Context: an optimization exercise on an open-source flow, tuned for small area, a short achievable clock period and few clock cycles per item. The choices shown serve that exercise and are no tape-out recipe.
The RTL was checked by simulation tests, not by an equivalence proof against the original design.
Power is estimated from default activity; no workload was simulated.

### design.v
package ust_pkg;
	localparam int DEPTH = 16;
	localparam int CNT_W = $clog2(DEPTH + 1);
	localparam int VAL_W = 32;
	localparam int OUT_CNT_W = 5;
	localparam int RES_W = 2 + OUT_CNT_W;
	localparam logic [1:0] ACT_ADD      = 2'd0;
	localparam logic [1:0] ACT_CONTAINS = 2'd1;
	localparam logic [1:0] ACT_REMOVE   = 2'd2;
	localparam logic [1:0] ACT_CLEAR    = 2'd3;
endpackage
module ust_cell (
	input  logic                      clk,
	input  logic                      we,
	input  logic [ust_pkg::VAL_W-1:0] wdata,
	input  logic [ust_pkg::VAL_W-1:0] key,
	output logic                      eq
);
	logic [ust_pkg::VAL_W-1:0] entry_q;
	always_ff @(posedge clk) begin
		if (we) begin
			entry_q <= wdata;
		end
	end
	assign eq = (entry_q == key);
endmodule
module unsorted_set_table (
	input  logic                          clk,
	input  logic                          arst_n,
	input  logic                          req_valid,
	output logic                          req_ready,
	input  logic [1:0]                    req_action,
	input  logic [ust_pkg::VAL_W-1:0]     req_value,
	output logic                          rsp_valid,
	input  logic                          rsp_ready,
	output logic                          rsp_hit,
	output logic                          rsp_full_res,
	output logic [ust_pkg::OUT_CNT_W-1:0] rsp_entry_count
);
	localparam int DEPTH = ust_pkg::DEPTH;
	localparam int SLOTS = DEPTH + 1;
	localparam int RES_W = ust_pkg::RES_W;
	function automatic logic [SLOTS-1:0] lowest(input logic [SLOTS-1:0] v);
		logic [SLOTS-1:0] below;
		below[0] = 1'b0;
		for (int i = 1; i < SLOTS; i++) begin
			below[i] = below[i-1] | v[i-1];
		end
		lowest = v & ~below;
	endfunction
	logic                      accept;
	logic                      take_add;
	logic [SLOTS-1:0]          valid_q;
	logic [SLOTS-1:0]          valid_d;
	logic [ust_pkg::CNT_W-1:0] count_q;
	logic [ust_pkg::CNT_W-1:0] count_d;
	logic                      full_q;
	logic                      full_d;
	logic                      last_q;
	logic                      last_d;
	logic                      b_valid_q;
	logic                      b_add_q;
	logic                      b_con_q;
	logic                      b_rem_q;
	logic                      b_clr_q;
	logic [SLOTS-1:0]          b_eq_q;
	logic [SLOTS-1:0]          b_slot_q;
	logic [SLOTS-1:0]          slot_q;
	logic [SLOTS-1:0]          slot_d;
	logic                      add_ok;
	assign accept   = req_valid && req_ready;
	assign take_add = accept && (req_action == ust_pkg::ACT_ADD);
	logic [SLOTS-1:0]          eq;
	logic [SLOTS-1:0]          held;
	logic [SLOTS-1:0]          free_1;
	logic [SLOTS-1:0]          free_2;
	for (genvar i = 0; i < SLOTS; i++) begin : g_cell
		ust_cell u_cell (
			.clk   (clk),
			.we    (slot_q[i]),
			.wdata (req_value),
			.key   (req_value),
			.eq    (eq[i])
		);
	end
	assign held   = valid_q | (add_ok ? b_slot_q : '0);
	assign free_1 = lowest(~held);
	assign free_2 = lowest(~held & ~slot_q);
	always_comb begin
		if (b_clr_q) begin
			slot_d = (take_add && slot_q[0]) ? SLOTS'(2) : SLOTS'(1);
		end else begin
			slot_d = take_add ? free_2 : free_1;
		end
	end
	always_ff @(posedge clk or negedge arst_n) begin
		if (!arst_n) begin
			slot_q <= SLOTS'(1);
		end else begin
			slot_q <= slot_d;
		end
	end
	always_ff @(posedge clk or negedge arst_n) begin
		if (!arst_n) begin
			b_valid_q <= 1'b0;
			b_add_q   <= 1'b0;
			b_con_q   <= 1'b0;
			b_rem_q   <= 1'b0;
			b_clr_q   <= 1'b0;
		end else begin
			b_valid_q <= accept;
			b_add_q   <= take_add;
			b_con_q   <= accept && (req_action == ust_pkg::ACT_CONTAINS);
			b_rem_q   <= accept && (req_action == ust_pkg::ACT_REMOVE);
			b_clr_q   <= accept && (req_action == ust_pkg::ACT_CLEAR);
		end
	end
	always_ff @(posedge clk) begin
		b_eq_q   <= eq;
		b_slot_q <= slot_q;
	end
	logic [SLOTS-1:0]          match;
	logic [SLOTS-1:0]          match_first;
	logic                      any;
	logic                      rem_ok;
	logic [ust_pkg::CNT_W-1:0] count_inc;
	logic [ust_pkg::CNT_W-1:0] count_dec;
	logic                      hit_d;
	logic                      res_full_d;
	assign match       = b_eq_q & valid_q;
	assign any         = |match;
	assign match_first = lowest(match);
	assign add_ok      = b_add_q && !full_q;
	assign rem_ok      = b_rem_q && any;
	assign count_inc   = count_q + ust_pkg::CNT_W'(1);
	assign count_dec   = count_q - ust_pkg::CNT_W'(1);
	assign valid_d = b_clr_q ? '0
	               : ((valid_q & ~(b_rem_q ? match_first : '0)) | (add_ok ? b_slot_q : '0));
	assign count_d = b_clr_q ? '0 : (add_ok ? count_inc : (rem_ok ? count_dec : count_q));
	assign hit_d   = add_ok || ((b_con_q || b_rem_q) && any);
	assign res_full_d = b_add_q && full_q;
	assign full_d  = !b_clr_q && (add_ok ? last_q : (rem_ok ? 1'b0 : full_q));
	assign last_d  = !b_clr_q && (add_ok ? (count_q == ust_pkg::CNT_W'(DEPTH - 2))
	                          : (rem_ok ? full_q : last_q));
	always_ff @(posedge clk or negedge arst_n) begin
		if (!arst_n) begin
			valid_q <= '0;
			count_q <= '0;
			full_q  <= 1'b0;
			last_q  <= 1'b0;
		end else begin
			valid_q <= valid_d;
			count_q <= count_d;
			full_q  <= full_d;
			last_q  <= last_d;
		end
	end
	localparam int QN = 4;
	logic [RES_W-1:0] res_q;
	logic             res_v_q;
	logic [RES_W-1:0] q_q [QN];
	logic [QN-1:0]    v_q;
	logic [QN-1:0]    v_d;
	logic             take;
	logic [2:0]       pend_q;
	logic [2:0]       pend_d;
	logic             block_q;
	always_ff @(posedge clk or negedge arst_n) begin
		if (!arst_n) begin
			res_v_q <= 1'b0;
		end else begin
			res_v_q <= b_valid_q;
		end
	end
	always_ff @(posedge clk) begin
		res_q <= {hit_d, res_full_d, ust_pkg::OUT_CNT_W'(count_d)};
	end
	assign take = v_q[0] && rsp_ready;
	always_comb begin
		for (int k = 0; k < QN; k++) begin
			if (take) begin
				v_d[k] = ((k + 1 < QN) ? v_q[(k + 1) % QN] : 1'b0)
				      || (res_v_q && ((k == 0) || v_q[k]));
			end else begin
				v_d[k] = v_q[k] || (res_v_q && ((k == 0) || v_q[(k + QN - 1) % QN]));
			end
		end
	end
	always_ff @(posedge clk or negedge arst_n) begin
		if (!arst_n) begin
			v_q <= '0;
		end else begin
			v_q <= v_d;
		end
	end
	always_ff @(posedge clk) begin
		for (int k = 0; k < QN; k++) begin
			if (take) begin
				if ((k + 1 < QN) && v_q[(k + 1) % QN]) q_q[k] <= q_q[(k + 1) % QN];
				else q_q[k] <= res_q;
			end else begin
				if (!v_q[k]) q_q[k] <= res_q;
			end
		end
	end
	always_comb begin
		pend_d = pend_q;
		if (accept && !take) pend_d = pend_q + 3'd1;
		if (!accept && take) pend_d = pend_q - 3'd1;
	end
	always_ff @(posedge clk or negedge arst_n) begin
		if (!arst_n) begin
			pend_q  <= '0;
			block_q <= 1'b0;
		end else begin
			pend_q  <= pend_d;
			block_q <= (pend_d == 3'(QN));
		end
	end
	assign req_ready       = !block_q;
	assign rsp_valid       = v_q[0];
	assign rsp_hit         = q_q[0][RES_W-1];
	assign rsp_full_res    = q_q[0][RES_W-2];
	assign rsp_entry_count = q_q[0][ust_pkg::OUT_CNT_W-1:0];
endmodule
### run.sh
#!/bin/bash
# synth_recipe.tcl (not shown) runs the flow's synth.tcl, then flattens the netlist and writes it again
# the make line also repeats each setting of config.mk as NAME=value (left out here)
make -C /OpenROAD-flow-scripts/flow DESIGN_CONFIG=/design/flow/config.mk WORK_HOME=/design/flow/orfs CLKGATE_MAP_FILE= SYNTH_SCRIPT=/design/flow/synth_recipe.tcl finish
### config.mk
export PLATFORM = sky130hd
export DESIGN_NAME = unsorted_set_table
export DESIGN_NICKNAME = unsorted_set_table
export VERILOG_FILES = /design/flow/design.v
export SDC_FILE = /design/flow/constraint.sdc
export NUM_CORES = 4
export LEC_CHECK = 0
export CAP_MARGIN = 20
export CORE_MARGIN = 2
export CORE_UTILIZATION = 50
export CTS_BUF_LIST = sky130_fd_sc_hd__clkbuf_8 sky130_fd_sc_hd__clkbuf_16
export CTS_CLUSTER_DIAMETER = 60
export CTS_CLUSTER_SIZE = 20
export PLACE_DENSITY = 0.65
export SETUP_SLACK_MARGIN = 3.0
export SLEW_MARGIN = 20
### constraint.sdc
create_clock -name core_clock -period 5.0 [get_ports {clk}]
set_input_delay 1.0000 -clock core_clock [delete_from_list [all_inputs] [get_ports {clk}]]
set_output_delay 1.0000 -clock core_clock [all_outputs]
set_load 0.01 [all_outputs]
==> results of run 1 <==
==> worst max-delay path, stage by stage, from the launching register on <==
cell	delay (ns)
sky130_fd_sc_hd__dfrtp_1	0.39
sky130_fd_sc_hd__inv_2	0.07
sky130_fd_sc_hd__buf_6	0.09
==> where the power goes <==
part	internal, mW	switching, mW
logic	0.532	0.825
clock network	1.94	1.97
registers	6.46	0.250
==> layout make-up <==
class	count	area, µm²
well taps	696	871
flip-flops and latches	668	19200
fillers	4186	23100
inverters	15	56.3
clock inverters	34	304
multi-input cells	1058	8170
repair buffers	130	1130
clock buffers	50	1230
==> flip-flops by register name, indices dropped and copies added (netlist names), 5 cells and up <==
name and count:
slot_q 17, g_cell.u_cell.entry_q 544, res_q 7, q_q 28, b_slot_q 17, count_q 5
b_eq_q 17, valid_q 17
==> layer usage <==
layer  vias up  wire length [µm]  GRT usage [%]
li1       6822                 -              -
met1      7588             26200           29.3
met2       351             30000           36.4
met3        83              2410           2.78
met4         0              1480           5.57
met5         -                 0              0
==> worst paths after layout <==
check	depth (start not counted)	end	slack [ns]	from
hold / removal	0	res_v_q	0.36	b_valid_q
setup / recovery	2	req_ready	2.85	block_q
hold reg to reg	0	res_v_q	0.36	b_valid_q
max in group asynchronous	2	valid_q[6]	3.86	arst_n
min in group asynchronous	2	count_q[2]	0.56	arst_n
setup reg to reg	6	slot_q[16]	2.89	full_q
==> stage by stage <==
stage	power [mW]	cells	instance area (µm²)	util, %
detailed placement	8.06	2532	28700	53.1
global placement	8.00	2532	28700	53.1
finish	12.0	2651	30900	57.3
global route	12.4	2651	30900	57.3
CTS	12.0	2641	30600	56.6
floorplan	7.63	1816	28100	-
==> logic make-up after synthesis <==
family          Yosys count  share of synthesized area (%)
buf+inv                  91                           1.31
flops                   668                           69.9
compound gates          116                           2.83
fa+ha+maj                 5                          0.228
mux                      15                          0.612
xor+xnor                549                           17.5
simple gates            372                           7.55
==> placed cells by master (no fill, tap or decap), drive strengths merged, types with 2 or more instances in the layout <==
master,synthesis,routed
o31ai,3,3
dfxtp,62,62
clkbuf,69,52
a22oi,10,10
a211oi,8,8
nor4,138,138
clkinv,0,9
a311oi,3,3
clkinvlp,0,6
o21a,4,4
xnor2,5,5
nand2,51,51
a2111oi,2,2
nand3b,7,7
mux2,14,14
edfxtp,551,551
a22o,3,3
nand4,44,44
and2,6,6
xor2,544,544
o211ai,3,3
bufinv,0,2
o21ai,17,17
dfrtp,54,54
o22ai,17,17
nor4b,3,3
a221oi,2,2
nor3,10,10
buf,7,127
nor2,79,79
a21oi,32,32
nor3b,4,4
and3,3,3
nand2b,7,7
nand3,11,11
and2b,1,2
or2,2,2
inv,15,32
ha,5,5
a21o,2,2
==> cell usage after synthesis, drive strengths merged (5+ instances only) <==
cell type / number / area, µm²
nand2: 51 / 191
nor3: 10 / 50.1
nor4: 138 / 863
xor2: 544 / 4760
and2: 6 / 37.5
a22oi: 10 / 75.1
mux2: 14 / 158
o22ai: 17 / 106
inv: 15 / 56.3
nand2b: 7 / 51.3
clkbuf: 69 / 259
nor2: 79 / 299
a21oi: 32 / 160
edfxtp: 551 / 16500
ha: 5 / 62.6
dfrtp: 54 / 1350
a211oi: 8 / 70.1
buf: 7 / 42.5
nand4: 44 / 282
o21ai: 17 / 85.1
xnor2: 5 / 43.8
nand3b: 7 / 52.6
dfxtp: 62 / 1240
nand3: 11 / 55.1
==> timing repair <==
action,4_1_cts,5_1_grt
pin swaps,14,28
resized for setup,116,72
cloned,1,0
setup buffers,24,10
setup endpoints to repair,72,81
==> qor.tcl, run 1 <==
set qor(finalNetCount) 1963
set qor(power.density_nw_per_um2) 387
set qor(number_of_inserted_diodes) 0
set qor(drive_above_1_share_pct) 14.8
set qor(worst_ep_required_time_ns) 4.00
set qor(postSynthAreaPerCell_um2) 15.1
set qor(irDropWorstVdd_mv) 0.289
set qor(period_share_pct) 43.0
set qor(wire_per_inst_um) 22.7
set qor(final-max-slew-violation-count) 0
set qor(cap_viol_max_count) 0
set qor(netlist_instances) 1816
set qor(clk_path_buf_depth) 3
set qor(drt.antenna.violating_nets) 0
set qor(synth_enable_flop_cells) 551
set qor(cts_tree) {done}
set qor(finalHoldViolCount) 0
set qor(maximum_number_of_pins_on_one_net_before_global_route_repair) 56
set qor(ys_ff_latch) 668
set qor(power.static_leakage_nw) 10.8
set qor(sequential_share_of_the_synthesized_area_pct) 69.9
set qor(syn-num-nets) 1859
set qor(clock.fmax_mhz) 465
set qor(i_o_pins) 47
set qor(number_of_global_route_vias_before_repair) 14800
set qor(grt_antenna_before_repair) 0
set qor(grt_util_all_layers_pct) 21.4
set qor(die_x_um) 238
set qor(routed_via_density) 5.60
set qor(criticalPathCategory) {reg -> out}
set qor(async_reset_ff_share_pct) 8.23
set qor(drc_errors) 0
set qor(totalWireLength_um) 60200
set qor(worst_setup_slack_after_layout_ns) 2.85
set qor(floorplan.core_area_um2) 54000
set qor(max_slew.worst_pin.slew_ns) 0.794
set qor(synth_cell_type_count) 68
set qor(num_vias) 14800
set qor(critPathArrivalTime_ns) 1.15
set qor(start_util_pct) 50.7
set qor(h-tree-depth) 2
set qor(port_buffers) 46
set qor(run_status) {no timing/DRC/antenna violations}
set qor(root_buffer_cell) {sky130_fd_sc_hd__clkbuf_16}
set qor(drt_first_pass_iters) 7
set qor(slew-limit-headroom_pct) 47.1
set qor(cts_inserted_buffers) 47
set qor(critical_path.startpoint_type) {flop}
set qor(ys.flop_type) {sky130_fd_sc_hd__edfxtp_1}
set qor(die_height_um) 238
set qor(hpwl_um) 34900
set qor(report.final.setup_viol) 0
set qor(crit_path_end_kind) {output pin}
set qor(synthesis.yosys.warnings) 3
set qor(grt_pass1_wl_um) 91500
set qor(floorplan.rows) 85
set qor(globalplace.congestion) 0.819
set qor(critical_path.max_fanout) 2
set qor(fp.dieArea_um2) 56700
set qor(cts_sinks) 668
set qor(pre_cts_slack_ns) 1.76
set qor(clkTransAtPathRegs_ns) 0.08
set qor(insertion_delay_ns) 0.60
set qor(finalSetupTns_ns) 0
set qor(ctsHoldBuffers) 0
set qor(grt_overflow) 0
set qor(areaGrowthSynthToFinish_pct) 12.9
set qor(fin_crit_ns) 2.15
set qor(iteration_0_drc_markers) 1382
set qor(rsz0062_at_grt) {true}
set qor(worst_clock_skew_ns) 0.0215
set qor(hold-worst-slack_ns) 0.364
set qor(mappedNetlistArea_um2) 27400
set qor(hp-class) {reg -> reg}
Testbench counts, summed over its fixed seeds: cycles 9,624, ops 9,600.
==> inputs of run 2 (changes only) <==
--- a/config.mk
+++ b/config.mk
@@ -7,10 +7,10 @@
 export LEC_CHECK = 0
 export CAP_MARGIN = 20
 export CORE_MARGIN = 2
-export CORE_UTILIZATION = 50
+export CORE_UTILIZATION = 65
 export CTS_BUF_LIST = sky130_fd_sc_hd__clkbuf_8 sky130_fd_sc_hd__clkbuf_16
 export CTS_CLUSTER_DIAMETER = 60
 export CTS_CLUSTER_SIZE = 20
-export PLACE_DENSITY = 0.65
+export PLACE_DENSITY = 0.75
 export SETUP_SLACK_MARGIN = 3.0
 export SLEW_MARGIN = 20
==> qor.tcl, run 2 <==
set qor(run_status) {no timing/DRC/antenna violations}
set qor(h-tree-depth) 2 ;# unchanged
set qor(max_slew.worst_pin.slew_ns) 0.756 ;# -0.0373 ns
set qor(crit-reg2reg-capture) {slot_q[16]}
set qor(finalSetupTns_ns) 0 ;# unchanged
set qor(port_buffers) 46 ;# unchanged
set qor(i_o_pins) 47 ;# unchanged
set qor(finalNetCount) 1951 ;# -0.61%
set qor(global_route.usage.met3_pct) 3.38 ;# +0.61 points
set qor(sequential_share_of_the_synthesized_area_pct) 69.9 ;# unchanged
set qor(globalplace.congestion) 0.853 ;# +4.2%
set qor(final-max-slew-violation-count) 0 ;# unchanged
set qor(areaGrowthSynthToFinish_pct) 10.6
set qor(synthDominantAreaCellType) {sky130_fd_sc_hd__edfxtp_1}
set qor(mappedNetlistArea_um2) 27400 ;# unchanged
set qor(grt_util_all_layers_pct) 27.0 ;# +5.6 points
set qor(die_height_um) 209 ;# -12%
set qor(num_vias) 14900 ;# +0.19%
set qor(netlist_instances) 1816 ;# unchanged
set qor(largest-register) {g_cell.u_cell.entry_q}
set qor(clock_power_share_pct) 29.2 ;# -3.5 points
set qor(iteration_0_drc_markers) 1400 ;# +1.3%
set qor(cts_inserted_buffers) 41 ;# -13%
set qor(synth.top_cells.by_area) {sky130_fd_sc_hd__edfxtp_1, sky130_fd_sc_hd__xor2_1, sky130_fd_sc_hd__dfrtp_1, sky130_fd_sc_hd__dfxtp_1, sky130_fd_sc_hd__nor4_1}
set qor(clock.fmax_mhz) 465 ;# -0.18%
set qor(period_share_pct) 43.0 ;# +0.077 points
set qor(ys.flop_type) {sky130_fd_sc_hd__edfxtp_1}
set qor(largest_register_ff_count) 544 ;# unchanged
set qor(irDropWorstVdd_mv) 0.391 ;# +35%
set qor(cts_sinks) 668 ;# unchanged
set qor(clk_path_buf_depth) 3 ;# unchanged
set qor(grt_use_met2_pct) 42.8 ;# +6.4 points
set qor(critical_path.max_fanout) 2 ;# unchanged
set qor(number_of_inserted_diodes) 0 ;# unchanged
set qor(power_frac_comb_pct) 11.6 ;# +0.3 points
set qor(maximum_number_of_pins_on_one_net_before_global_route_repair) 56 ;# unchanged
set qor(start_util_pct) 65.6 ;# +15 points
set qor(finalHoldViolCount) 0 ;# unchanged
set qor(cts_tree) {done}
set qor(totalWireLength_um) 58100 ;# -3.4%
set qor(die_x_um) 209 ;# -12%
set qor(synth_top_cell_area_share_pct) 60.4 ;# unchanged
set qor(most_common_library_cell_in_the_layout_ignoring_fill_and_taps) {sky130_fd_sc_hd__edfxtp_1}
set qor(largestRegisters) {g_cell.u_cell.entry_q: 544 flops, q_q: 28 flops}
set qor(postSynthAreaPerCell_um2) 15.1 ;# unchanged
set qor(synth_common_cells) {sky130_fd_sc_hd__edfxtp_1, sky130_fd_sc_hd__xor2_1, sky130_fd_sc_hd__nor4_1, sky130_fd_sc_hd__nor2_1, sky130_fd_sc_hd__clkbuf_1}
set qor(power_share_of_the_sequential_group_pct) 59.2 ;# +3.2 points
set qor(power.static_leakage_nw) 10.7 ;# -1.4%
set qor(mostFrequentLayoutCells) {sky130_fd_sc_hd__edfxtp_1, sky130_fd_sc_hd__xor2_1, sky130_fd_sc_hd__nor4_1}
set qor(swShare_pct) 24.8 ;# -0.61 points
set qor(power.density_nw_per_um2) 374 ;# -3.3%
set qor(min_to) {res_v_q}
set qor(drive_above_1_share_pct) 12.9 ;# -1.8 points
set qor(criticalPathCategory) {reg -> out}
set qor(routed_via_density) 6.02 ;# +7.5%
set qor(slew-limit-headroom_pct) 49.6 ;# +2.5 points
set qor(floorplan.rows) 75 ;# -12%
set qor(hpwl_um) 33300 ;# -4.6%
set qor(wire_per_inst_um) 23.5 ;# +3.6%
set qor(cpMaxStageDelayCell) {sky130_fd_sc_hd__dfrtp_1}
set qor(synth.most_common_cell) {sky130_fd_sc_hd__edfxtp_1}
set qor(critical_path.max_stage_delay_ns) 0.39 ;# about the same
set qor(pre_cts_slack_ns) 1.71 ;# -0.0553 ns
set qor(p_sw_mw) 2.82 ;# -7.5%
set qor(critPathArrivalTime_ns) 1.15 ;# about the same
set qor(worst_clock_skew_ns) 0.0180 ;# -0.00349 ns
set qor(internal_power_mw) 8.53 ;# -4.5%
set qor(grt_antenna_before_repair) 0 ;# unchanged
set qor(grt_overflow) 0 ;# unchanged
set qor(insertion_delay_ns) 0.58 ;# -0.02 ns
set qor(worst_hold_path.num_cells) 0 ;# unchanged
set qor(grt_most_used_layer) {met2}
set qor(ys_ff_latch) 668 ;# unchanged
set qor(syn-num-nets) 1859 ;# unchanged
set qor(cp_cell_sequence) {inv_2, buf_6}
set qor(fin_crit_ns) 2.15 ;# +0.00386 ns
set qor(rsz0062_at_grt) {true}
set qor(final.fill_count) 2626 ;# -37%
set qor(cap_viol_max_count) 0 ;# unchanged
set qor(drt_first_pass_iters) 5 ;# -2
set qor(grt_util_met1_pct) 38.0 ;# +8.8 points
set qor(synthesis.yosys.warnings) 3 ;# unchanged
set qor(worst_ep_required_time_ns) 4.00 ;# about the same
set qor(drc_errors) 0 ;# unchanged
set qor(worst_setup_slack_after_layout_ns) 2.85 ;# -0.00386 ns
set qor(grt_pass1_wl_um) 87700 ;# -4.2%
set qor(timing.reg2reg.worst_path_depth) 6 ;# unchanged
set qor(hp-class) {reg -> reg}
set qor(clkTransAtPathRegs_ns) 0.08 ;# about the same
set qor(drt.antenna.violating_nets) 0 ;# unchanged
set qor(fp.dieArea_um2) 43800 ;# -23%
set qor(synth_enable_flop_cells) 551 ;# unchanged
set qor(crit_path_end_kind) {output pin}
set qor(critical_path.startpoint_type) {flop}
set qor(crit-reg2reg-launch) {full_q}
set qor(report.final.setup_viol) 0 ;# unchanged
set qor(floorplan.core_area_um2) 41800 ;# -23%
set qor(timing.hold.worst.start) {b_valid_q}
set qor(synth_cell_type_count) 68 ;# unchanged
set qor(root_buffer_cell) {sky130_fd_sc_hd__clkbuf_16}
set qor(number_of_global_route_vias_before_repair) 14600 ;# -1.0%
set qor(async_reset_ff_share_pct) 8.23 ;# unchanged
set qor(reg2reg_setup_slack_ns) 2.90 ;# about the same
==> run 2: cell counts after synthesis <==
Identical to the previous run, type by type.
==> run 2: power groups by stage <==
stage	Sequential (mW)	Clock (mW)	Combinational [mW]
floorplan	6.83	0	0.800
global placement	6.82	0	1.14
detailed placement	6.84	0	1.20
CTS	6.72	3.36	1.26
global route	6.77	3.54	1.44
finish	6.72	3.31	1.31
==> run 2: cells by family (layout without fill, tap and decap cells) <==
logic type / after synthesis / count (layout) / share of synthesized area (%)
flip-flops: 668 / 668 / 69.9
multiplexers: 15 / 15 / 0.612
XOR/XNOR: 549 / 549 / 17.5
buffers and inverters: 91 / 204 / 1.31
adder cells (fa/ha/maj): 5 / 5 / 0.228
AO/OA/AOI/OAI: 116 / 116 / 2.83
AND/OR/NAND/NOR: 372 / 374 / 7.55
==> run 2: critical path, delay by kind of cell (launching register included) <==
family,cells,cell delay (ns)
flops,1,0.39
buf+inv,2,0.18
==> run 2: layout make-up <==
cell class	count	area (µm²)	area share [%]
sequential	668	19200	63.2
multi-input combinational	1059	8170	27.0
clock buffer	44	1080	3.56
timing repair buffer	123	1060	3.48
tap	539	674	2.22
clock inverter	22	106	0.351
inverter	15	56.3	0.186
==> run 2: how the worst max path moves through the flow <==
stage	from	endpoint	slack [ns]	cells past startpoint
2_1_floorplan	req_action[1]	slot_q[16]	2.62	6
3_3_place_gp	req_action[1]	slot_q[15]	1.76	7
3_5_place_dp	req_action[1]	slot_q[15]	1.71	7
4_1_cts	block_q	req_ready	2.83	2
5_1_grt	block_q	req_ready	2.82	2
6_report	block_q	req_ready	2.85	2
==> run 2: repair_timing <==
item / in CTS / in global routing
gates resized for setup: 119 / 70
setup endpoints to repair: 82 / 77
pin swaps: 11 / 21
hold endpoints to repair: 0 / 0
setup buffers: 21 / 16
gates cloned: 2 / 0
hold buffers: 0 / 0
==> run 2: layer usage <==
metal	share of wire (%)	up-vias
met2	48	476
li1	-	6785
met5	0	-
met3	5.9	110
met1	42	7501
met4	4.0	0
==> run 2: through the flow <==
| step | util [%] | area [µm²] | total power [mW] | std cells | hold WS, ns |
|---|---|---|---|---|---|
| 3_5_place_dp | 68.0 | 28400 | 8.04 | 2365 | 0.347 |
| 6_report | 72.6 | 30300 | 11.3 | 2470 | 0.359 |
| 2_1_floorplan | - | 28100 | 7.63 | 1816 | 0.331 |
| 5_1_grt | 72.6 | 30300 | 11.7 | 2470 | 0.366 |
| 3_3_place_gp | 68.0 | 28400 | 7.97 | 2365 | 0.336 |
| 4_1_cts | 71.6 | 29900 | 11.3 | 2454 | 0.365 |
==> inputs of run 3 (changes only) <==
--- a/config.mk
+++ b/config.mk
@@ -5,6 +5,7 @@
 export SDC_FILE = /design/flow/constraint.sdc
 export NUM_CORES = 4
 export LEC_CHECK = 0
+export ABC_AREA = 1
 export CAP_MARGIN = 20
 export CORE_MARGIN = 2
 export CORE_UTILIZATION = 65
==> qor.tcl, run 3 <==
set qor(run_status) {no timing/DRC/antenna violations}
set qor(totalWireLength_um) 68700 ;# +18%
set qor(die_x_um) 211 ;# +0.89%
set qor(ys_ff_latch) 668 ;# unchanged
set qor(synth.top_cells.by_area) {sky130_fd_sc_hd__edfxtp_1, sky130_fd_sc_hd__xor2_1, sky130_fd_sc_hd__dfrtp_1, sky130_fd_sc_hd__dfxtp_1, sky130_fd_sc_hd__xnor2_1}
set qor(critical_path.max_fanout) 4 ;# +2
set qor(i_o_pins) 47 ;# unchanged
set qor(synth_common_cells) {sky130_fd_sc_hd__edfxtp_1, sky130_fd_sc_hd__xor2_1, sky130_fd_sc_hd__nand2_1, sky130_fd_sc_hd__inv_1, sky130_fd_sc_hd__xnor2_1}
set qor(reg2reg_setup_slack_ns) 2.84 ;# -0.06 ns
set qor(syn-num-nets) 2104 ;# +13%
set qor(finalHoldViolCount) 0 ;# unchanged
set qor(synthesis.yosys.warnings) 3 ;# unchanged
set qor(most_common_library_cell_in_the_layout_ignoring_fill_and_taps) {sky130_fd_sc_hd__edfxtp_1}
set qor(power.static_leakage_nw) 11.6 ;# +8.3%
set qor(cts_sinks) 668 ;# unchanged
set qor(cts_inserted_buffers) 43 ;# +4.9%
set qor(ys.flop_type) {sky130_fd_sc_hd__edfxtp_1}
set qor(wire_per_inst_um) 24.9 ;# +5.7%
set qor(critical_path.max_stage_delay_ns) 0.41 ;# +0.02 ns
set qor(dpl_cell_area_um2) 28900 ;# +1.9%
set qor(largest-register) {g_cell.u_cell.entry_q}
set qor(synthDominantAreaCellType) {sky130_fd_sc_hd__edfxtp_1}
set qor(async_reset_ff_share_pct) 8.23 ;# unchanged
set qor(synth_enable_flop_cells) 551 ;# unchanged
set qor(drt_first_pass_iters) 5 ;# unchanged
set qor(h-tree-depth) 2 ;# unchanged
set qor(max_slew.worst_pin.slew_ns) 0.806 ;# +0.0492 ns
set qor(clkTransAtPathRegs_ns) 0.08 ;# about the same
set qor(critical_path.startpoint_type) {flop}
set qor(critPathArrivalTime_ns) 2.69 ;# +1.54 ns
set qor(fp.dieArea_um2) 44600 ;# +1.8%
set qor(synth.most_common_cell) {sky130_fd_sc_hd__edfxtp_1}
set qor(final-max-slew-violation-count) 0 ;# unchanged
set qor(mostFrequentLayoutCells) {sky130_fd_sc_hd__edfxtp_1, sky130_fd_sc_hd__xor2_1, sky130_fd_sc_hd__nand2_1}
set qor(floorplan.rows) 75 ;# unchanged
set qor(crit-reg2reg-launch) {b_add_q}
set qor(grt_util_all_layers_pct) 30.8 ;# +3.8 points
set qor(fin_crit_ns) 2.16 ;# +0.00974 ns
set qor(report.final.setup_viol) 0 ;# unchanged
set qor(power.density_nw_per_um2) 383 ;# +2.4%
set qor(hp-class) {reg -> reg}
set qor(final_cell_count_no_fill) 2764 ;# +12%
set qor(postSynthAreaPerCell_um2) 13.5 ;# -10%
set qor(criticalPathCategory) {reg -> reg}
set qor(hold-worst-slack_ns) 0.346 ;# -0.0132 ns
set qor(insertion_delay_ns) 0.60 ;# +0.02 ns
set qor(mappedNetlistArea_um2) 27900 ;# +1.8%
set qor(clock.fmax_mhz) 463 ;# -0.45%
set qor(floorplan.core_area_um2) 42100 ;# +0.90%
set qor(timing.reg2reg.worst_path_depth) 13 ;# +7
set qor(cts_tree) {done}
set qor(finalNetCount) 2236 ;# +15%
set qor(synth_cell_type_count) 51 ;# -25%
set qor(number_of_inserted_diodes) 0 ;# unchanged
set qor(globalplace.congestion) 0.922 ;# +8.1%
set qor(worst_clock_skew_ns) 0.0220 ;# +0.00401 ns
set qor(worst_setup_path_endpoint) {slot_q[16]}
set qor(worst_ep_required_time_ns) 5.53 ;# +1.53 ns
set qor(final.fill_count) 2513 ;# -4.3%
set qor(period_share_pct) 43.2 ;# +0.19 points
set qor(hpwl_um) 40200 ;# +21%
set qor(die_height_um) 211 ;# +0.89%
set qor(grt_pass1_wl_um) 101000 ;# +15%
set qor(cp_cell_sequence) {buf_6, nand3_2, nand3b_1, nand3_4, nor2_4, nand4_4, nor2_4, nand4_4, nor2_4, nand4_4, nor2_2, nor2_1, nor2_1}
set qor(final_util_pct) 75.8 ;# +3.2 points
set qor(grt_antenna_before_repair) 0 ;# unchanged
set qor(irDropWorstVdd_mv) 0.407 ;# +3.9%
set qor(netlist_instances) 2061 ;# +13%
set qor(maximum_number_of_pins_on_one_net_before_global_route_repair) 56 ;# unchanged
set qor(drive_above_1_share_pct) 17.4 ;# +4.5 points
set qor(rsz0062_at_grt) {true}
set qor(port_buffers) 46 ;# unchanged
set qor(critPathLaunch) {b_add_q}
set qor(iteration_0_drc_markers) 1862 ;# +33%
set qor(cpMaxStageDelayCell) {sky130_fd_sc_hd__dfrtp_2}
set qor(num_vias) 17100 ;# +15%
set qor(synth_top_cell_area_share_pct) 59.3 ;# -1.1 points
set qor(start_util_pct) 66.2 ;# +0.60 points
set qor(grt_overflow) 0 ;# unchanged
set qor(sequential_share_of_the_synthesized_area_pct) 68.7 ;# -1.2 points
set qor(largest_register_ff_count) 544 ;# unchanged
set qor(finalSetupTns_ns) 0 ;# unchanged
set qor(numPlacedInstances) 2602 ;# +10%
set qor(number_of_global_route_vias_before_repair) 16600 ;# +14%
set qor(drc_errors) 0 ;# unchanged
set qor(crit_path_end_kind) {flop}
set qor(areaGrowthSynthToFinish_pct) 14.4
set qor(crit-reg2reg-capture) {slot_q[16]}
set qor(root_buffer_cell) {sky130_fd_sc_hd__clkbuf_16}
set qor(design_area_um2) 31900 ;# +5.3%
set qor(drt.antenna.violating_nets) 0 ;# unchanged
set qor(largestRegisters) {g_cell.u_cell.entry_q: 544 flops, q_q: 28 flops}
set qor(slew-limit-headroom_pct) 46.2 ;# -3.3 points
set qor(cap_viol_max_count) 0 ;# unchanged
set qor(clk_path_buf_depth) 3 ;# unchanged
set qor(routed_via_density) 6.20 ;# +3.0%
## run 3: layout make-up
type	count	area (µm²)	share of cell area [%]
Inverter	128	543	1.70
Timing Repair Buffer	169	1710	5.35
Timing Repair inverter	6	40.0	0.125
Clock buffer	48	1180	3.69
Clock inverter	29	213	0.666
Sequential cell	668	19200	60.1
Tap cell	539	674	2.11
Multi-Input combinational cell	1177	8380	26.2
## run 3: repair_timing
item | 4_1_cts | 5_1_grt
hold buffers | 0 | 0
resized for setup | 204 | 91
endpoints found under the hold margin | 0 | 0
endpoints found under the setup margin | 82 | 64
gates cloned | 9 | 3
buffers inserted | 30 | 43
pin swaps | 17 | 42
## run 3: worst min-delay path by stage
stage,start,endpoint,cells past startpoint
6_report,b_valid_q,res_v_q,0
5_1_grt,b_valid_q,res_v_q,0
4_1_cts,b_valid_q,res_v_q,0
3_5_place_dp,b_valid_q,res_v_q,0
3_3_place_gp,b_valid_q,res_v_q,0
2_1_floorplan,b_valid_q,res_v_q,0
## run 3: cells by family after synthesis
family / share of synthesized area, %
and+or+nand+nor: 10.0
AOI/OAI and AO/OA: 4.55
adders and majority gates: 0.224
xor gates and xnor gates: 13.1
muxes: 0.291
DFF: 68.7
buffers and inverters: 3.11
## run 3: metal layers
metal | track usage (%) | wire length, µm | vias up
met3 | 4.92 | 5590 | 152
met5 | 0 | 0 | -
met4 | 12.3 | 2700 | 0
met2 | 50.0 | 33100 | 791
li1 | - | - | 7639
met1 | 42.3 | 27300 | 8566
## run 3: worst max-delay path: cells and delay by family (launching register included)
kind	cells	cell delay, ns
simple gates	12	1.54
flops	1	0.41
buf+inv	1	0.14
## run 3: metrics by stage
stage | total power, mW | setup WS [ns]
6_report | 12.2 | 2.84
5_1_grt | 12.6 | 2.71
4_1_cts | 12.1 | 2.83
3_5_place_dp | 8.37 | 1.40
3_3_place_gp | 8.30 | 1.03
2_1_floorplan | 7.88 | 2.85
## run 3: power by group
part           leakage (nW)  switching (mW)  internal, mW  total [mW]
registers              6.26           0.258          6.57        6.83
logic                  4.58            1.09         0.638        1.73
clock network         0.738            1.85          1.83        3.68
==> inputs of run 4 (changes only) <==
--- a/config.mk
+++ b/config.mk
@@ -5,7 +5,6 @@
 export SDC_FILE = /design/flow/constraint.sdc
 export NUM_CORES = 4
 export LEC_CHECK = 0
-export ABC_AREA = 1
 export CAP_MARGIN = 20
 export CORE_MARGIN = 2
 export CORE_UTILIZATION = 65
@@ -13,5 +12,5 @@
 export CTS_CLUSTER_DIAMETER = 60
 export CTS_CLUSTER_SIZE = 20
 export PLACE_DENSITY = 0.75
-export SETUP_SLACK_MARGIN = 3.0
+export SETUP_SLACK_MARGIN = 3.1
 export SLEW_MARGIN = 20
==> qor.tcl, run 4 <==
set qor(run_status) {no timing/DRC/antenna violations}
set qor(design_area_um2) 30700 ;# -3.9%
set qor(clk_path_buf_depth) 3 ;# unchanged
set qor(synth_cell_type_count) 68 ;# +33%
set qor(max_slew.worst_pin.slew_ns) 0.779 ;# -0.0262 ns
set qor(synth.most_common_cell) {sky130_fd_sc_hd__edfxtp_1}
set qor(most_common_library_cell_in_the_layout_ignoring_fill_and_taps) {sky130_fd_sc_hd__edfxtp_1}
set qor(pre_cts_slack_ns) 1.75 ;# +0.349 ns
set qor(floorplan.rows) 75 ;# unchanged
set qor(h-tree-depth) 2 ;# unchanged
set qor(fp.dieArea_um2) 43800 ;# -1.8%
set qor(final_cell_count_no_fill) 2482 ;# -10%
set qor(period_share_pct) 42.5 ;# -0.73 points
set qor(synthesis.yosys.warnings) 3 ;# unchanged
set qor(drt.antenna.violating_nets) 0 ;# unchanged
set qor(num_vias) 14900 ;# -13%
set qor(number_of_inserted_diodes) 0 ;# unchanged
set qor(crit_path_end_kind) {output pin}
set qor(synthDominantAreaCellType) {sky130_fd_sc_hd__edfxtp_1}
set qor(synth.top_cells.by_area) {sky130_fd_sc_hd__edfxtp_1, sky130_fd_sc_hd__xor2_1, sky130_fd_sc_hd__dfrtp_1, sky130_fd_sc_hd__dfxtp_1, sky130_fd_sc_hd__nor4_1}
set qor(worst_setup_slack_after_layout_ns) 2.87 ;# +0.0365 ns
set qor(final_util_pct) 73.5 ;# -2.3 points
set qor(drive_above_1_share_pct) 13.9 ;# -3.5 points
set qor(synth_enable_flop_cells) 551 ;# unchanged
set qor(timing.reg2reg.worst_path_depth) 7 ;# -6
set qor(final-max-slew-violation-count) 0 ;# unchanged
set qor(largest-register) {g_cell.u_cell.entry_q}
set qor(seqCellArea_um2) 19200 ;# about the same
set qor(largestRegisters) {g_cell.u_cell.entry_q: 544 flops, q_q: 28 flops}
set qor(globalplace.congestion) 0.834 ;# -9.6%
set qor(mappedNetlistArea_um2) 27400 ;# -1.8%
set qor(routed_via_density) 6.02 ;# -3.0%
set qor(areaGrowthSynthToFinish_pct) 12.0
set qor(start_util_pct) 65.6 ;# -0.60 points
set qor(floorplan.core_area_um2) 41800 ;# -0.89%
set qor(report.final.setup_viol) 0 ;# unchanged
set qor(worst_clock_skew_ns) 0.0229 ;# +0.000857 ns
set qor(clock.fmax_mhz) 470 ;# +1.7%
set qor(port_buffers) 46 ;# unchanged
set qor(hpwl_um) 31800 ;# -21%
set qor(cts_inserted_buffers) 43 ;# unchanged
set qor(cts_sinks) 668 ;# unchanged
set qor(irDropWorstVdd_mv) 0.356 ;# -12%
set qor(drc_errors) 0 ;# unchanged
set qor(cap_viol_max_count) 0 ;# unchanged
set qor(postSynthAreaPerCell_um2) 15.1 ;# +11%
set qor(wire_per_inst_um) 23.4 ;# -5.9%
set qor(power.density_nw_per_um2) 381 ;# -0.64%
set qor(synth_top_cell_area_share_pct) 60.4 ;# +1.1 points
set qor(worst_hold_path.num_cells) 0 ;# unchanged
set qor(sequential_share_of_the_synthesized_area_pct) 69.9 ;# +1.2 points
set qor(clkTransAtPathRegs_ns) 0.08 ;# about the same
set qor(largest_register_ff_count) 544 ;# unchanged
set qor(async_reset_ff_share_pct) 8.23 ;# unchanged
set qor(criticalPathCategory) {reg -> out}
set qor(drt_first_pass_iters) 5 ;# unchanged
set qor(worst_ep_required_time_ns) 4.00 ;# -1.53 ns
set qor(synth_common_cells) {sky130_fd_sc_hd__edfxtp_1, sky130_fd_sc_hd__xor2_1, sky130_fd_sc_hd__nor4_1, sky130_fd_sc_hd__nor2_1, sky130_fd_sc_hd__clkbuf_1}
set qor(iteration_0_drc_markers) 1450 ;# -22%
set qor(power.static_leakage_nw) 10.8 ;# -6.4%
set qor(maximum_number_of_pins_on_one_net_before_global_route_repair) 56 ;# unchanged
set qor(mostFrequentLayoutCells) {sky130_fd_sc_hd__edfxtp_1, sky130_fd_sc_hd__xor2_1, sky130_fd_sc_hd__nor4_1}
set qor(totalWireLength_um) 58100 ;# -15%
set qor(root_buffer_cell) {sky130_fd_sc_hd__clkbuf_16}
set qor(rsz0062_at_grt) {true}
set qor(area_of_the_multi_input_gates_um2) 8220 ;# -1.9%
set qor(hp-class) {reg -> reg}
set qor(critical_path.max_fanout) 2 ;# -2
set qor(dpl_cell_area_um2) 28300 ;# -2.0%
set qor(critical_path.startpoint_type) {flop}
set qor(finalHoldViolCount) 0 ;# unchanged
set qor(power.total_mw) 11.7 ;# -4.5%
set qor(insertion_delay_ns) 0.59 ;# about the same
set qor(grt_util_all_layers_pct) 27.0 ;# -3.8 points
set qor(cts_tree) {done}
set qor(die_height_um) 209 ;# -0.88%
set qor(finalSetupTns_ns) 0 ;# unchanged
set qor(i_o_pins) 47 ;# unchanged
set qor(finalNetCount) 1955 ;# -13%
set qor(hold-worst-slack_ns) 0.352 ;# +0.00622 ns
set qor(fin_crit_ns) 2.13 ;# -0.0365 ns
set qor(numPlacedInstances) 2359 ;# -9.3%
set qor(critPathArrivalTime_ns) 1.13 ;# -1.56 ns
set qor(netlist_instances) 1816 ;# -12%
set qor(final.fill_count) 2557 ;# +1.8%
set qor(grt_overflow) 0 ;# unchanged
set qor(syn-num-nets) 1859 ;# -12%
set qor(slew-limit-headroom_pct) 48.0 ;# +1.8 points
set qor(number_of_global_route_vias_before_repair) 15000 ;# -9.5%
set qor(grt_antenna_before_repair) 0 ;# unchanged
set qor(die_x_um) 209 ;# -0.88%
set qor(ys.flop_type) {sky130_fd_sc_hd__edfxtp_1}
set qor(ys_ff_latch) 668 ;# unchanged
set qor(grt_pass1_wl_um) 88600 ;# -12%
run 4: changes by cell type after synthesis, sizes merged, moves of 35 or more:
cell,delta
nor4,+59
o21ai,-49
nand2,-128
xnor2,-91
or2,-35
xor2,+222
inv,-110
nand4,-38
nand3,-36
run 4: path summary, 6_finish.rpt:
| kind | start | endpoint | slack, ns |
|---|---|---|---|
| min reg2reg | b_valid_q | res_v_q | 0.35 |
| max in group asynchronous | arst_n | full_q | 3.87 |
| min | b_valid_q | res_v_q | 0.35 |
| min in group asynchronous | arst_n | valid_q[1] | 0.57 |
| max | block_q | req_ready | 2.87 |
| max reg2reg | block_q | slot_q[15] | 2.92 |
run 4: metal layers:
layer | up-vias | global-route usage (%) | share of wire (%)
li1 | 6798 | - | -
met3 | 106 | 3.38 | 4.9
met5 | - | 0 | 0
met1 | 7582 | 38.2 | 44
met2 | 453 | 43.9 | 48
met4 | 0 | 9.58 | 3.0
run 4: area by class of cell:
| cell class | count | area share (%) |
|---|---|---|
| clock inverter | 29 | 0.717 |
| timing repair buffer | 126 | 3.86 |
| clock buffer | 47 | 3.79 |
| multi-input combinational | 1058 | 26.8 |
| sequential | 668 | 62.5 |
| tap | 539 | 2.20 |
| inverter | 15 | 0.183 |
run 4: power by group:
part / internal [mW] / switching, mW
clock: 1.81 / 1.82
combinational: 0.529 / 0.828
sequential: 6.46 / 0.250
total: 8.79 / 2.89
run 4: critical path, stage by stage (launching register included):
cell,delay (ns)
sky130_fd_sc_hd__dfrtp_1,0.39
sky130_fd_sc_hd__inv_2,0.07
sky130_fd_sc_hd__buf_6,0.09
run 4: repair_timing:
action	CTS	global route
hold buffers	0	0
endpoints found under the setup margin	95	87
setup buffers	34	11
resized for setup	160	56
cloned	2	0
pin swaps	25	15
run 4: cells by family after synthesis:
group           synth area share [%]
mux                            0.612
flops                           69.9
buf+inv                         1.31
simple gates                    7.55
compound gates                  2.83
xor+xnor                        17.5
fa+ha+maj                      0.228
==> inputs of run 5 (changes only) <==
--- a/config.mk
+++ b/config.mk
@@ -9,8 +9,8 @@
 export CORE_MARGIN = 2
 export CORE_UTILIZATION = 65
 export CTS_BUF_LIST = sky130_fd_sc_hd__clkbuf_8 sky130_fd_sc_hd__clkbuf_16
-export CTS_CLUSTER_DIAMETER = 60
-export CTS_CLUSTER_SIZE = 20
+export CTS_CLUSTER_DIAMETER = 70
+export CTS_CLUSTER_SIZE = 25
 export PLACE_DENSITY = 0.75
-export SETUP_SLACK_MARGIN = 3.1
+export SETUP_SLACK_MARGIN = 2.88
 export SLEW_MARGIN = 20
==> qor.tcl, run 5 <==
set qor(start_util_pct) 65.6 ;# unchanged
set qor(timing.critical_path.buf_inv) 0 ;# -2
set qor(largestRegisters) {g_cell.u_cell.entry_q: 544 flops, q_q: 28 flops}
set qor(cts_tree) {done}
set qor(cpMaxStageDelayCell) {sky130_fd_sc_hd__dfrtp_2}
set qor(mappedNetlistArea_um2) 27400 ;# unchanged
set qor(hp-class) {reg -> reg}
set qor(sequential_share_of_the_synthesized_area_pct) 69.9 ;# unchanged
set qor(synth_top_cell_area_share_pct) 60.4 ;# unchanged
set qor(cap_viol_max_count) 0 ;# unchanged
set qor(ys.flop_type) {sky130_fd_sc_hd__edfxtp_1}
set qor(irDropWorstVdd_mv) 0.391 ;# +9.7%
set qor(ys_ff_latch) 668 ;# unchanged
set qor(critical_path.max_stage_delay_ns) 0.48 ;# +0.09 ns
set qor(power.density_nw_per_um2) 373 ;# -1.9%
set qor(clk_path_buf_depth) 3 ;# unchanged
set qor(wire_per_inst_um) 23.5 ;# +0.58%
set qor(syn-num-nets) 1859 ;# unchanged
set qor(routed_via_density) 6.04 ;# +0.38%
set qor(postSynthAreaPerCell_um2) 15.1 ;# unchanged
set qor(root_buffer_cell) {sky130_fd_sc_hd__clkbuf_16}
set qor(finalSetupTns_ns) 0 ;# unchanged
set qor(synth_enable_flop_cells) 551 ;# unchanged
set qor(finalNetCount) 1937 ;# -0.92%
set qor(number_of_inserted_diodes) 0 ;# unchanged
set qor(dpl_cell_area_um2) 28400 ;# +0.18%
set qor(report.final.setup_viol) 0 ;# unchanged
set qor(grt_overflow) 0 ;# unchanged
set qor(slew-limit-headroom_pct) 46.0 ;# -2.0 points
set qor(h-tree-depth) 2 ;# unchanged
set qor(num_vias) 14800 ;# -0.80%
set qor(run_status) {no timing/DRC/antenna violations}
set qor(iteration_0_drc_markers) 1366 ;# -5.8%
set qor(most_common_library_cell_in_the_layout_ignoring_fill_and_taps) {sky130_fd_sc_hd__edfxtp_1}
set qor(power.static_leakage_nw) 10.5 ;# -3.0%
set qor(globalplace.congestion) 0.824 ;# -1.2%
set qor(synthesis.yosys.warnings) 3 ;# unchanged
set qor(cts_inserted_buffers) 36 ;# -16%
set qor(synthDominantAreaCellType) {sky130_fd_sc_hd__edfxtp_1}
set qor(async_reset_ff_share_pct) 8.23 ;# unchanged
set qor(numPlacedInstances) 2366 ;# +0.30%
set qor(totalWireLength_um) 57700 ;# -0.60%
set qor(maximum_number_of_pins_on_one_net_before_global_route_repair) 56 ;# unchanged
set qor(floorplan.core_area_um2) 41800 ;# unchanged
set qor(period_share_pct) 44.1 ;# +1.6 points
set qor(worst_clock_skew_ns) 0.0261 ;# +0.00323 ns
set qor(grt_pass1_wl_um) 88800 ;# +0.22%
set qor(i_o_pins) 47 ;# unchanged
set qor(final-max-slew-violation-count) 0 ;# unchanged
set qor(floorplan.rows) 75 ;# unchanged
set qor(critPathArrivalTime_ns) 2.72 ;# +1.59 ns
set qor(rsz0062_at_grt) {true}
set qor(largest-register) {g_cell.u_cell.entry_q}
set qor(synth_cell_type_count) 68 ;# unchanged
set qor(die_x_um) 209 ;# unchanged
set qor(design_area_um2) 30000 ;# -2.3%
set qor(drt_first_pass_iters) 6 ;# +1
set qor(hpwl_um) 33300 ;# +4.5%
set qor(netlist_instances) 1816 ;# unchanged
set qor(mostFrequentLayoutCells) {sky130_fd_sc_hd__edfxtp_1, sky130_fd_sc_hd__xor2_1, sky130_fd_sc_hd__nor4_1}
set qor(cpLargestDelayFamily) {simple AND/OR/NAND/NOR gates}
set qor(synth.most_common_cell) {sky130_fd_sc_hd__edfxtp_1}
set qor(worst_ep_required_time_ns) 5.52 ;# +1.52 ns
set qor(clock.fmax_mhz) 453 ;# -3.6%
set qor(port_buffers) 46 ;# unchanged
set qor(cp_cell_sequence) {and2b_4, a21oi_4, or3b_4, nor4b_4, nor3b_4, a31o_2}
set qor(critical_path.max_fanout) 7 ;# +5
set qor(drive_above_1_share_pct) 11.8 ;# -2.1 points
set qor(drc_errors) 0 ;# unchanged
set qor(final_util_pct) 71.8 ;# -1.7 points
set qor(finalHoldViolCount) 0 ;# unchanged
set qor(cts_sinks) 668 ;# unchanged
set qor(largest_register_ff_count) 544 ;# unchanged
set qor(grt_util_all_layers_pct) 27.1 ;# +0.090 points
set qor(grt_antenna_before_repair) 0 ;# unchanged
set qor(max_slew.worst_pin.slew_ns) 0.809 ;# +0.0301 ns
set qor(drt.antenna.violating_nets) 0 ;# unchanged
set qor(criticalPathCategory) {reg -> reg}
set qor(areaGrowthSynthToFinish_pct) 9.39
set qor(insertion_delay_ns) 0.58 ;# about the same
set qor(clkTransAtPathRegs_ns) 0.10 ;# +0.02 ns
set qor(final_cell_count_no_fill) 2453 ;# -1.2%
set qor(fin_crit_ns) 2.21 ;# +0.0797 ns
set qor(crit_path_end_kind) {flop}
set qor(synth_common_cells) {sky130_fd_sc_hd__edfxtp_1, sky130_fd_sc_hd__xor2_1, sky130_fd_sc_hd__nor4_1, sky130_fd_sc_hd__nor2_1, sky130_fd_sc_hd__clkbuf_1}
set qor(die_height_um) 209 ;# unchanged
set qor(fp.dieArea_um2) 43800 ;# unchanged
set qor(synth.top_cells.by_area) {sky130_fd_sc_hd__edfxtp_1, sky130_fd_sc_hd__xor2_1, sky130_fd_sc_hd__dfrtp_1, sky130_fd_sc_hd__dfxtp_1, sky130_fd_sc_hd__nor4_1}
set qor(critical_path.startpoint_type) {flop}
set qor(number_of_global_route_vias_before_repair) 15100 ;# +0.17%
## run 5: changes by cell type in the layout (fill, tap and decap cells not counted), moves of 4 or more
cell                        previous run  this run
sky130_fd_sc_hd__buf_4                66        89
sky130_fd_sc_hd__buf_6                34        11
sky130_fd_sc_hd__o21ai_1               8         2
sky130_fd_sc_hd__nor4_2                9         2
sky130_fd_sc_hd__nor4_1              129       136
sky130_fd_sc_hd__o21ai_0               9        15
sky130_fd_sc_hd__inv_1                27        20
sky130_fd_sc_hd__clkbuf_16            46        38
sky130_fd_sc_hd__clkbuf_8              5         1
sky130_fd_sc_hd__buf_8                 6         0
## run 5: where the power goes
group	switching, mW	internal, mW	leakage (nW)	total (mW)
Combinational	0.778	0.486	3.71	1.26
Clock	1.77	1.44	0.561	3.21
Sequential	0.265	6.46	6.24	6.72
## run 5: worst register-to-register path: cells and delay by family (launching register included)
family / cells / cell delay, ns
AND/OR/NAND/NOR: 4 / 1.39
AO/OA/AOI/OAI: 2 / 0.28
flip-flops: 1 / 0.48
## run 5: final timing paths
| path | from | to | slack (ns) | cells after the start |
|---|---|---|---|---|
| setup / recovery | full_q | slot_q[16] | 2.79 | 6 |
| min in group asynchronous | arst_n | b_con_q | 0.58 | 2 |
| hold / removal | b_valid_q | res_v_q | 0.36 | 0 |
| max in group asynchronous | arst_n | valid_q[6] | 3.82 | 2 |
| hold reg to reg | b_valid_q | res_v_q | 0.36 | 0 |
| setup reg to reg | full_q | slot_q[16] | 2.79 | 6 |
## run 5: final cells by class
type / count / area [µm²]
Sequential cell: 668 / 19200
Fill cell: 2673 / 11800
Multi-Input combinational cell: 1058 / 8060
Clock buffer: 39 / 965
Timing Repair Buffer: 115 / 893
Tap cell: 539 / 674
Clock inverter: 19 / 158
Inverter: 15 / 56.3
## run 5: layer usage
layer | routed length, µm | track usage (%) | up-vias
li1 | - | - | 6745
met1 | 24900 | 37.5 | 7501
met2 | 27500 | 44.2 | 473
met3 | 3040 | 3.34 | 101
met4 | 2220 | 11.1 | 0
met5 | 0 | 0 | -
## run 5: logic make-up after synthesis
family,count (synthesis),synth area share (%)
compound gates,116,2.83
xor+xnor,549,17.5
fa+ha+maj,5,0.228
buf+inv,91,1.31
flops,668,69.9
mux,15,0.612
simple gates,372,7.55
## run 5: timing repair
| action | CTS | global route |
|---|---|---|
| endpoints found under the hold margin | 0 | 0 |
| resized for setup | 97 | 32 |
| buffers inserted | 23 | 5 |
| cloned | 1 | 0 |
| hold buffers | 0 | 0 |
| pin swaps | 13 | 10 |
| setup endpoints to repair | 58 | 76 |
## run 5: metrics by stage
step                worst slack, ns  hold WS (ns)  power [mW]
floorplan                      2.62         0.331        7.59
global placement               1.76         0.339        7.97
detailed placement             1.69         0.340        8.04
CTS                            2.81         0.360        11.2
global route                   2.70         0.373        11.6
finish                         2.79         0.358        11.2
==> inputs of run 6 (changes only) <==
==> config.mk (replaced) <==
export PLATFORM = sky130hd
export DESIGN_NAME = unsorted_set_table
export DESIGN_NICKNAME = unsorted_set_table
export VERILOG_FILES = /design/flow/design.v
export SDC_FILE = /design/flow/constraint.sdc
export NUM_CORES = 4
export LEC_CHECK = 0
export CAP_MARGIN = 20
export CORE_MARGIN = 2
export CORE_UTILIZATION = 50
export CTS_BUF_LIST = sky130_fd_sc_hd__clkbuf_4 sky130_fd_sc_hd__clkbuf_8
export CTS_CLUSTER_DIAMETER = 50
export CTS_CLUSTER_SIZE = 16
export PLACE_DENSITY = 0.65
export SETUP_SLACK_MARGIN = 3.0
export SLEW_MARGIN = 20
==> qor.tcl, run 6 <==
set qor(run_status) {no timing/DRC/antenna violations}
set qor(critical_path.startpoint_type) {flop}
set qor(synthesis.yosys.warnings) 3 ;# unchanged
set qor(grt_antenna_before_repair) 0 ;# unchanged
set qor(cap_viol_max_count) 0 ;# unchanged
set qor(i_o_pins) 47 ;# unchanged
set qor(timing.reg2reg.worst_path_depth) 6 ;# unchanged
set qor(iteration_0_drc_markers) 1174 ;# -14%
set qor(min_to) {res_v_q}
set qor(grt_pass1_wl_um) 91800 ;# +3.4%
set qor(hp-class) {reg -> reg}
set qor(drt_first_pass_iters) 5 ;# -1
set qor(p_sw_mw) 3.09 ;# +9.8%
set qor(grt_overflow) 0 ;# unchanged
set qor(irDropWorstVdd_mv) 0.231 ;# -41%
set qor(criticalPathCategory) {reg -> out}
set qor(port_buffers) 46 ;# unchanged
set qor(grt_util_all_layers_pct) 21.6 ;# -5.5 points
set qor(cts_tree) {done}
set qor(power_share_of_the_sequential_group_pct) 57.4 ;# -2.6 points
set qor(crit-reg2reg-capture) {slot_q[16]}
set qor(cts_sinks) 668 ;# unchanged
set qor(synth_common_cells) {sky130_fd_sc_hd__edfxtp_1, sky130_fd_sc_hd__xor2_1, sky130_fd_sc_hd__nor4_1, sky130_fd_sc_hd__nor2_1, sky130_fd_sc_hd__clkbuf_1}
set qor(drive_above_1_share_pct) 16.4 ;# +4.6 points
set qor(synth.most_common_cell) {sky130_fd_sc_hd__edfxtp_1}
set qor(number_of_inserted_diodes) 0 ;# unchanged
set qor(ys_ff_latch) 668 ;# unchanged
set qor(fp.dieArea_um2) 56700 ;# +29%
set qor(seqCellArea_um2) 19200 ;# unchanged
set qor(floorplan.core_area_um2) 54000 ;# +29%
set qor(numPlacedInstances) 2532 ;# +7.0%
set qor(crit_path_end_kind) {output pin}
set qor(ctsHoldBuffers) 0 ;# unchanged
set qor(clkTransAtPathRegs_ns) 0.09 ;# about the same
set qor(totalWireLength_um) 60900 ;# +5.4%
set qor(cpLargestDelayFamily) {flip-flops}
set qor(num_vias) 15000 ;# +1.1%
set qor(ys.flop_type) {sky130_fd_sc_hd__edfxtp_1}
set qor(number_of_global_route_vias_before_repair) 14900 ;# -1.3%
set qor(largest-register) {g_cell.u_cell.entry_q}
set qor(final-max-slew-violation-count) 0 ;# unchanged
set qor(power.static_leakage_nw) 10.8 ;# +3.0%
set qor(worst_ep_required_time_ns) 4.00 ;# -1.52 ns
set qor(critical_path.max_fanout) 2 ;# -5
set qor(cp_cell_sequence) {inv_2, buf_6}
set qor(cts_inserted_buffers) 66 ;# +83%
set qor(clk_path_buf_depth) 3 ;# unchanged
set qor(report.final.setup_viol) 0 ;# unchanged
set qor(finalSetupTns_ns) 0 ;# unchanged
set qor(slew-limit-headroom_pct) 47.7 ;# +1.7 points
set qor(fin_crit_ns) 2.22 ;# +0.0141 ns
set qor(wire_per_inst_um) 22.6 ;# -3.9%
set qor(root_buffer_cell) {sky130_fd_sc_hd__clkbuf_8}
set qor(hpwl_um) 34900 ;# +4.7%
set qor(synth_cell_type_count) 68 ;# unchanged
set qor(most_common_library_cell_in_the_layout_ignoring_fill_and_taps) {sky130_fd_sc_hd__edfxtp_1}
set qor(die_x_um) 238 ;# +14%
set qor(largestRegisters) {g_cell.u_cell.entry_q: 544 flops, q_q: 28 flops}
set qor(reg2reg_setup_slack_ns) 2.89 ;# +0.10 ns
set qor(drt.antenna.violating_nets) 0 ;# unchanged
set qor(async_reset_ff_share_pct) 8.23 ;# unchanged
set qor(critPathArrivalTime_ns) 1.22 ;# -1.50 ns
set qor(critical_path.max_stage_delay_ns) 0.40 ;# -0.08 ns
set qor(crit-reg2reg-launch) {full_q}
set qor(final_util_pct) 57.1 ;# -15 points
set qor(synth_enable_flop_cells) 551 ;# unchanged
set qor(timing.critical_path.buf_inv) 2 ;# +2
set qor(insertion_delay_ns) 0.66 ;# +0.08 ns
set qor(netlist_instances) 1816 ;# unchanged
set qor(mappedNetlistArea_um2) 27400 ;# unchanged
set qor(swShare_pct) 26.4 ;# +1.3 points
set qor(period_share_pct) 44.4 ;# +0.28 points
set qor(largest_register_ff_count) 544 ;# unchanged
set qor(synth_top_cell_area_share_pct) 60.4 ;# unchanged
set qor(synthDominantAreaCellType) {sky130_fd_sc_hd__edfxtp_1}
set qor(clock.fmax_mhz) 451 ;# -0.64%
set qor(sequential_share_of_the_synthesized_area_pct) 69.9 ;# unchanged
set qor(drc_errors) 0 ;# unchanged
set qor(area_of_the_multi_input_gates_um2) 8170 ;# +1.4%
set qor(postSynthAreaPerCell_um2) 15.1 ;# unchanged
set qor(synth.top_cells.by_area) {sky130_fd_sc_hd__edfxtp_1, sky130_fd_sc_hd__xor2_1, sky130_fd_sc_hd__dfrtp_1, sky130_fd_sc_hd__dfxtp_1, sky130_fd_sc_hd__nor4_1}
set qor(timing.hold.worst.start) {b_valid_q}
set qor(syn-num-nets) 1859 ;# unchanged
set qor(worst_clock_skew_ns) 0.0240 ;# -0.00212 ns
set qor(areaGrowthSynthToFinish_pct) 12.6
set qor(max_slew.worst_pin.slew_ns) 0.784 ;# -0.0253 ns
set qor(start_util_pct) 50.7 ;# -15 points
set qor(h-tree-depth) 3 ;# +1
set qor(power_frac_comb_pct) 11.6 ;# +0.3 points
set qor(clock_power_share_pct) 31.0 ;# +2.3 points
set qor(final_cell_count_no_fill) 2692 ;# +9.7%
set qor(routed_via_density) 5.57 ;# -7.8%
set qor(cpMaxStageDelayCell) {sky130_fd_sc_hd__dfrtp_1}
set qor(power.total_mw) 11.7 ;# +4.3%
set qor(finalNetCount) 1989 ;# +2.7%
set qor(floorplan.rows) 85 ;# +13%
set qor(worst_hold_path.num_cells) 0 ;# unchanged
set qor(final.fill_count) 4248 ;# +59%
set qor(mostFrequentLayoutCells) {sky130_fd_sc_hd__edfxtp_1, sky130_fd_sc_hd__xor2_1, sky130_fd_sc_hd__nor4_1}
set qor(internal_power_mw) 8.59 ;# +2.5%
set qor(rsz0062_at_grt) {true}
set qor(globalplace.congestion) 0.819 ;# -0.61%
set qor(finalHoldViolCount) 0 ;# unchanged
set qor(power.density_nw_per_um2) 379 ;# +1.4%
set qor(maximum_number_of_pins_on_one_net_before_global_route_repair) 56 ;# unchanged
set qor(die_height_um) 238 ;# +14%
==> run 6: logic make-up (layout without fill, tap and decap cells) <==
family	Yosys count	in the layout	share of synthesized area (%)
and+or+nand+nor	372	373	7.55
muxes	15	15	0.612
DFF	668	668	69.9
AOI/OAI and AO/OA	116	116	2.83
xor gates and xnor gates	549	549	17.5
adders and majority gates	5	5	0.228
buffers and inverters	91	270	1.31
==> run 6: power by group through the flow <==
stage / Combinational (mW) / Clock, mW / Sequential (mW)
finish: 1.35 / 3.63 / 6.70
global route: 1.49 / 3.92 / 6.74
CTS: 1.30 / 3.72 / 6.70
detailed placement: 1.20 / 0 / 6.85
global placement: 1.17 / 0 / 6.83
floorplan: 0.800 / 0 / 6.83
==> run 6: cell type report <==
type	count	share of cell area, %
inverter	15	0.182
clock inverter	40	1.22
timing repair buffer	137	3.81
clock buffer	78	3.36
multi-input combinational	1058	26.5
sequential	668	62.1
tap	696	2.82
==> run 6: worst max-delay path by stage <==
stage	start	slack [ns]	depth (start not counted)	to
6_report	block_q	2.78	2	req_ready
5_1_grt	block_q	2.73	2	req_ready
4_1_cts	block_q	2.71	2	req_ready
3_5_place_dp	req_action[1]	1.76	7	slot_q[15]
3_3_place_gp	req_action[1]	1.73	7	slot_q[16]
2_1_floorplan	req_action[1]	2.62	6	slot_q[16]
==> run 6: repair_timing <==
action / 4_1_cts / 5_1_grt
resized for setup: 101 / 76
pin swaps: 11 / 25
endpoints found under the setup margin: 63 / 77
cloned: 1 / 0
buffers inserted: 20 / 21
==> run 6: routing by layer <==
layer	up-vias	part of all wire (%)	global-route usage, %
met4	0	2.6	6.59
met1	7632	44	29.2
li1	6884	-	-
met2	376	50	36.7
met3	96	3.8	2.65
met5	-	0	0
==> run 6: metrics by stage <==
step | hold WS (ns) | instance area, µm² | setup WS, ns
floorplan | 0.331 | 28100 | 2.62
global placement | 0.333 | 28700 | 1.73
detailed placement | 0.348 | 28700 | 1.76
CTS | 0.371 | 30400 | 2.71
global route | 0.375 | 30900 | 2.73
finish | 0.367 | 30900 | 2.78

[re-timing with driven ports]
No port has a modelled driver above. Below, the same layouts with a new extraction and two added sets of constraints.
Step 1 assumes that a clkbuf_16 drives the clock port and a buf_2 every other input.
Step 2 also shifts input and output timing later by t, the mid clock arrival at the registers, as if the neighbouring blocks saw the same clock.
a / b / c = ideal ports / drivers / drivers and shift; a / b = the first two.
run | t, ns | setup slack, ns | pins driven straight from the clock port
run 1 | 0.641 | 2.851 / 2.799 / 2.329 | 1
run 2 | 0.629 | 2.848 / 2.793 / 2.344 | 1
run 3 | 0.639 | 2.838 / 2.789 / 2.305 | 1
run 4 | 0.631 | 2.874 / 2.817 / 2.291 | 1
run 5 | 0.623 | 2.795 / 2.795 / 2.210 | 1
run 6 | 0.697 | 2.781 / 2.731 / 2.205 | 1
After both steps setup and hold are still met in every run listed. For run 5, which loses most, drivers alone change the setup slack by 0.000 ns; drivers and shift together by -0.585 ns.
